This design comes from an exercise in tuning for small area on the open sky130 flow, not from production work.
RTL that was checked went through simulation tests only; none was proved equivalent to the original.

==> inputs of v29 <==
==> flow/design.v (excerpt) <==
module fft_dit_top (
   input  wire        clk,
   input  wire        rst_n,
   input  wire [23:0] in_x,
   input  wire        in_nd,
   output wire [23:0] out_x,
   output wire        out_nd,
   output reg         overflow
);
   reg  [3:0] wr_ptr;
   reg        in_full;
   reg        busy;
   reg  [5:0] ph;
   reg        fill_bank, proc_bank, strm_bank;
   reg        bst;
   reg  [3:0] bcnt;
   reg        acc_q;
   reg        nd_q;
   wire       accept = in_nd & ~in_full;
   wire       start  = ~busy & in_full;
   always @(posedge clk or negedge rst_n)
   begin
      if (!rst_n)
      begin
         wr_ptr    <= 4'd0;
         in_full   <= 1'b0;
         overflow  <= 1'b0;
         busy      <= 1'b0;
         ph        <= 6'd0;
         fill_bank <= 1'b0;
         proc_bank <= 1'b0;
         strm_bank <= 1'b0;
         bst       <= 1'b0;
         bcnt      <= 4'd0;
         acc_q     <= 1'b0;
         nd_q      <= 1'b0;
      end
      else
      begin
         acc_q <= accept;
         nd_q  <= bst;
         if (accept)
            wr_ptr <= wr_ptr + 4'd1;
         if (accept && (&wr_ptr))
         begin
            in_full   <= 1'b1;
            fill_bank <= ~fill_bank;
         end
         else if (busy && ph == 6'd11)
            in_full <= 1'b0;
         if (in_nd && in_full)
            overflow <= 1'b1;
         if (start)
         begin
            busy      <= 1'b1;
            ph        <= 6'd1;
            proc_bank <= ~fill_bank;
         end
         else if (busy)
         begin
            ph <= ph + 6'd1;
  ...
Settings: LEC_CHECK=0, CAP_MARGIN=20, CORE_MARGIN=2, CORE_UTILIZATION=55, CTS_CLUSTER_DIAMETER=100, CTS_CLUSTER_SIZE=24, SLEW_MARGIN=20; clock period 10.0 ns.
run.sh (not shown) runs the stock make flow with config.mk's settings and CLKGATE_MAP_FILE= SYNTH_SCRIPT=/design/flow/synth_recipe.tcl, a recipe that flattens the netlist after the stock synthesis.
==> inputs of v8, as changes to v29 <==
--- a/flow/design.v
+++ b/flow/design.v
@@ -861,14 +861,15 @@
    wire [11:0] o0_im = e_negim ? mm[13:2] : pp[13:2];
    wire [11:0] o1_im = e_negim ? pp[13:2] : mm[13:2];
    reg  [12:0] r_re_q;
    reg         z_re_q;
    always @(posedge clk)
-   begin
-      r_re_q <= pp[13:1];
-      z_re_q <= z_lo;
-   end
+      if (e_c1)
+      begin
+         r_re_q <= pp[13:1];
+         z_re_q <= z_lo;
+      end
    wire [12:0] r_re = e_tc ? {x[11], x} : r_re_q;
    wire        z_re = e_tc | z_re_q;
    wire n_644 = r_re[0] ^ e_negre;
    wire n_645 = r_re[1] ^ e_negre;
    wire n_646 = r_re[2] ^ e_negre;
CTS_BUF_LIST = sky130_fd_sc_hd__clkbuf_8   (was unset)
CTS_CLUSTER_DIAMETER = unset   (was 100)
CTS_CLUSTER_SIZE = unset   (was 24)
==> qor summary <==
Worst hold margin: v29 0.4027 ns; v8 0.4085 ns
Share of the final layout cell area in multi-input gates: v29 35.69%; v8 34.69%
Worst hold endpoint: v29 bb[12][22]; v8 bb[6][5]
Slew margin rel.: v29 21.36%; v8 25.56%
Depth of the critical timing path with buffers and inverters included: v29 31; v8 26
Number of enable-type register cells in the synthesized netlist: v29 768; v8 782
Beginning of the critical path: v29 proc_bank; v8 e_s1
Reg clk slew, reported paths: v29 0.11 ns; v8 0.07 ns
Die Y-Extent: v29 284.7 um; v8 285.8 um
Adder-Cell Fraction of Synth Area: v29 12.83%; v8 12.71%
Maximum number of pins on one net before global-route repair: v29 80; v8 167
Pre-CTS worst setup slack: v29 0.5094 ns; v8 0.3781 ns
Area share of and/or/nand/nor cells after synthesis: v29 7.522%; v8 7.819%
Post-route design area: v29 0.04663 mm2; v8 0.04870 mm2
Highest fanout seen on the critical path: v29 36; v8 11
Synthesized area per cell: v29 12.64 um2; v8 12.52 um2
Synthesized-area fraction occupied by ao, oa, aoi and oai cells: v29 11.13%; v8 11.19%
Sequential portion of the cell area: v29 53.89%; v8 51.88%
Layout Area Growth over Synthesis: v29 7.615%; v8 11.53%
Count of nets after finishing: v29 3769; v8 3927
Status: v29 timing/DRC/antenna clean; v8 timing/DRC/antenna clean
Only the layout flow was run in v8; the RTL was not checked for function there.

* * *

==> v36 <==
RTL: one of the versions met above, not the one the previous note started from.
Settings: LEC_CHECK=0, CAP_MARGIN=20, CORE_MARGIN=2, CORE_UTILIZATION=40, SLEW_MARGIN=20; clock period 10.0 ns.
==> v10: changes against v36 <==
Settings changed: CORE_UTILIZATION 40 to 55, CTS_CLUSTER_DIAMETER from default to 100, CTS_CLUSTER_SIZE from default to 28.
==> v23: changes against v36 <==
--- a/flow/design.v
+++ b/flow/design.v
@@ -861,15 +861,14 @@
    wire [11:0] o0_im = e_negim ? mm[13:2] : pp[13:2];
    wire [11:0] o1_im = e_negim ? pp[13:2] : mm[13:2];
    reg  [12:0] r_re_q;
    reg         z_re_q;
    always @(posedge clk)
-      if (e_c1)
-      begin
-         r_re_q <= pp[13:1];
-         z_re_q <= z_lo;
-      end
+   begin
+      r_re_q <= pp[13:1];
+      z_re_q <= z_lo;
+   end
    wire [12:0] r_re = e_tc ? {x[11], x} : r_re_q;
    wire        z_re = e_tc | z_re_q;
    wire n_644 = r_re[0] ^ e_negre;
    wire n_645 = r_re[1] ^ e_negre;
    wire n_646 = r_re[2] ^ e_negre;
Settings changed: CAP_MARGIN 20 to 0, CORE_UTILIZATION 40 to 55, CTS_CLUSTER_DIAMETER from default to 100, CTS_CLUSTER_SIZE from default to 24, SLEW_MARGIN 20 to 0.
==> v28: changes against v36 <==
Settings changed: CORE_UTILIZATION 40 to 65, CTS_CLUSTER_DIAMETER from default to 120, CTS_CLUSTER_SIZE from default to 24.
==> summary of the runs <==
Against v23, the synthesized area of v28 is larger by 0.79%.
Worst setup slack: v10 > v36 > v23 > v28.
Utilization: v36 is lower than v28 (24 points).
In sequential cell count, v36 and v10 do not differ.
Cell count: v28 < v23 < v10 < v36.
First-iteration DRC count: v23 is smaller than v28 (22%).
Global-route usage: v28 > v10 > v23 > v36.
==> figures <==
| item | v10 | v28 | v36 | v23 |
|---|---|---|---|---|
| Status | timing/DRC/antenna clean | timing/DRC/antenna clean | timing/DRC/antenna clean | timing/DRC/antenna clean |
| Worst Path Buf+Inv | 5 | 2 | 3 | 3 |
| Count of distinct cell types in the synthesized netlist | 75 | 75 | 75 | 77 |
| Worst flop-to-flop path endpoint | bb[1][21] | bb[0][22] | bb[0][22] | bb[0][20] |
| Final area over synthesized area | 1.073x | 1.071x | 1.134x | 1.075x |
| Clock transition time at the flip-flop clock pins of the worst setup and hold paths | 110 ps | 110 ps | 60 ps | 100 ps |
| Number of design-rule violations left by the first detailed-router iteration | 3624 | 4707 | 3158 | 3675 |
| Combined area of all synthesized cells | 0.0437 sq mm | 0.0437 sq mm | 0.0437 sq mm | 0.0433 sq mm |
| Count of flip-flops with a built-in enable after synthesis | 782 | 782 | 782 | 768 |
| Placer congestion estimate | 0.941 | 0.999 | 0.968 | 0.968 |
| Area share of the leading cell type in the synthesized netlist | 53.8% | 53.8% | 53.8% | 53.2% |
| Global-route wire length before repair | 195 mm | 190 mm | 199 mm | 186 mm |
| Pin count of the biggest net entering global routing | 167 | 172 | 176 | 80 |
| Portion of the layout cell area used by clock cells | 2.46% | 2.63% | 6.65% | 2.78% |
| Clock insertion delay at the later pin of the skew report | 650 ps | 630 ps | 680 ps | 660 ps |
No functional check of the RTL was part of v36, v10 and v28.

* * *

==> trial 93: inputs <==
RTL: one of the versions met above, not the one the previous note started from.
==> flow/design.v (excerpt) <==
module fft_dit_top (
   input  wire        clk,
   input  wire        rst_n,
   input  wire [23:0] in_x,
   input  wire        in_nd,
   output wire [23:0] out_x,
   output wire        out_nd,
   output reg         overflow
);
clock: 10.0 ns
lec_check: 0
cap_margin: 20
core_margin: 2
core_utilization: 50
cts_cluster_diameter: 110
cts_cluster_size: 22
slew_margin: 20
==> trial 76 (differences from trial 93) <==
--- a/flow/design.v
+++ b/flow/design.v
@@ -860,16 +860,17 @@
    wire [13:0] mm   = {mm_s, 1'b1} + {mm_c[11:0], ~c_lo, mc2};
    wire [11:0] o0_im = e_negim ? mm[13:2] : pp[13:2];
    wire [11:0] o1_im = e_negim ? pp[13:2] : mm[13:2];
    reg  [12:0] r_re_q;
    reg         z_re_q;
    always @(posedge clk)
-   begin
-      r_re_q <= pp[13:1];
-      z_re_q <= z_lo;
-   end
+      if (e_c1)
+      begin
+         r_re_q <= pp[13:1];
+         z_re_q <= z_lo;
+      end
    wire [12:0] r_re = e_tc ? {x[11], x} : r_re_q;
    wire        z_re = e_tc | z_re_q;
    wire n_644 = r_re[0] ^ e_negre;
    wire n_645 = r_re[1] ^ e_negre;
    wire n_646 = r_re[2] ^ e_negre;
    wire n_647 = r_re[3] ^ e_negre;
- CORE_UTILIZATION: 50 -> 55
- CTS_CLUSTER_DIAMETER: 110 -> 100
- CTS_CLUSTER_SIZE: 22 -> 24
==> results.txt <==
worst-path fanout max 11; GR met1 Demand/Resource 47.60%; final worst path period need 9.351 ns; result of the run complete, no violations; Post-Syn Instances 3488; clock distribution area overhead in the final layout 2.770%; met3 routed WL 12870 microns; GRT Resource Usage Total 32.97%; number of vias in the routed layout 29050; wire length on met1 54100 microns; share of the synthesized area in compound gates (AO/OA/AOI/OAI) 11.19%
Source of the figures above: trial 76

==> results.txt <==
met3 routed WL 11420 microns; clock distribution area overhead in the final layout 2.868%; wire length on met1 54190 microns; number of vias in the routed layout 28240; result of the run complete, no violations; Hold Crit Start bb[5][20]; GR met1 Demand/Resource 42.54%; share of the synthesized area in compound gates (AO/OA/AOI/OAI) 11.13%; GRT Resource Usage Total 29.29%; number of max-capacitance violations reported 0; Post-Syn Instances 3429; final worst path period need 9.269 ns
Source of the figures above: trial 93

No functional check of the RTL was part of trial 76.

==> static timing again, ports no longer ideal <==
How much do the figures lean on ideal ports? The routed layouts below were timed once more, with nothing changed but the port constraints.
Step 1: set_driving_cell puts a clkbuf_16 on clk and a buf_2 on each other input, an assumption about the parent block.
Step 2, shift: input delay + t, output delay - t, t = (earliest + latest rising clock arrival at the registers) / 2. This alone moves slack from input paths to output paths.
a / b / c = no drivers / after step 1 / after step 2; a / b = the first two.
run | t (ns) | setup WS [ns] | worst hold slack (ns) | worst setup path after step 2 | latest minus earliest clock arrival (ns)
v29 | 0.705 | 0.596 / 0.596 / 0.596 | 0.403 / 0.403 / 0.403 | register to register | 0.040 / 0.039
v8 | 0.863 | 0.665 / 0.665 / 0.665 | 0.409 / 0.409 / 0.409 | register to register | 0.063 / 0.063
v36 | 0.740 | 0.553 / 0.553 / 0.553 | 0.398 / 0.398 / 0.398 | register to register | 0.036 / 0.037
v10 | 0.697 | 0.668 / 0.668 / 0.668 | 0.418 / 0.418 / 0.418 | register to register | 0.045 / 0.045
v23 | 0.703 | 0.541 / 0.541 / 0.541 | 0.412 / 0.412 / 0.412 | register to register | 0.052 / 0.052
v28 | 0.682 | 0.426 / 0.426 / 0.426 | 0.413 / 0.413 / 0.413 | register to register | 0.035 / 0.036
trial 93 | 0.697 | 0.731 / 0.731 / 0.731 | 0.410 / 0.410 / 0.410 | register to register | 0.042 / 0.042
trial 76 | 0.697 | 0.649 / 0.649 / 0.649 | 0.406 / 0.406 / 0.406 | register to register | 0.039 / 0.039
After both steps every run listed still meets setup and hold.
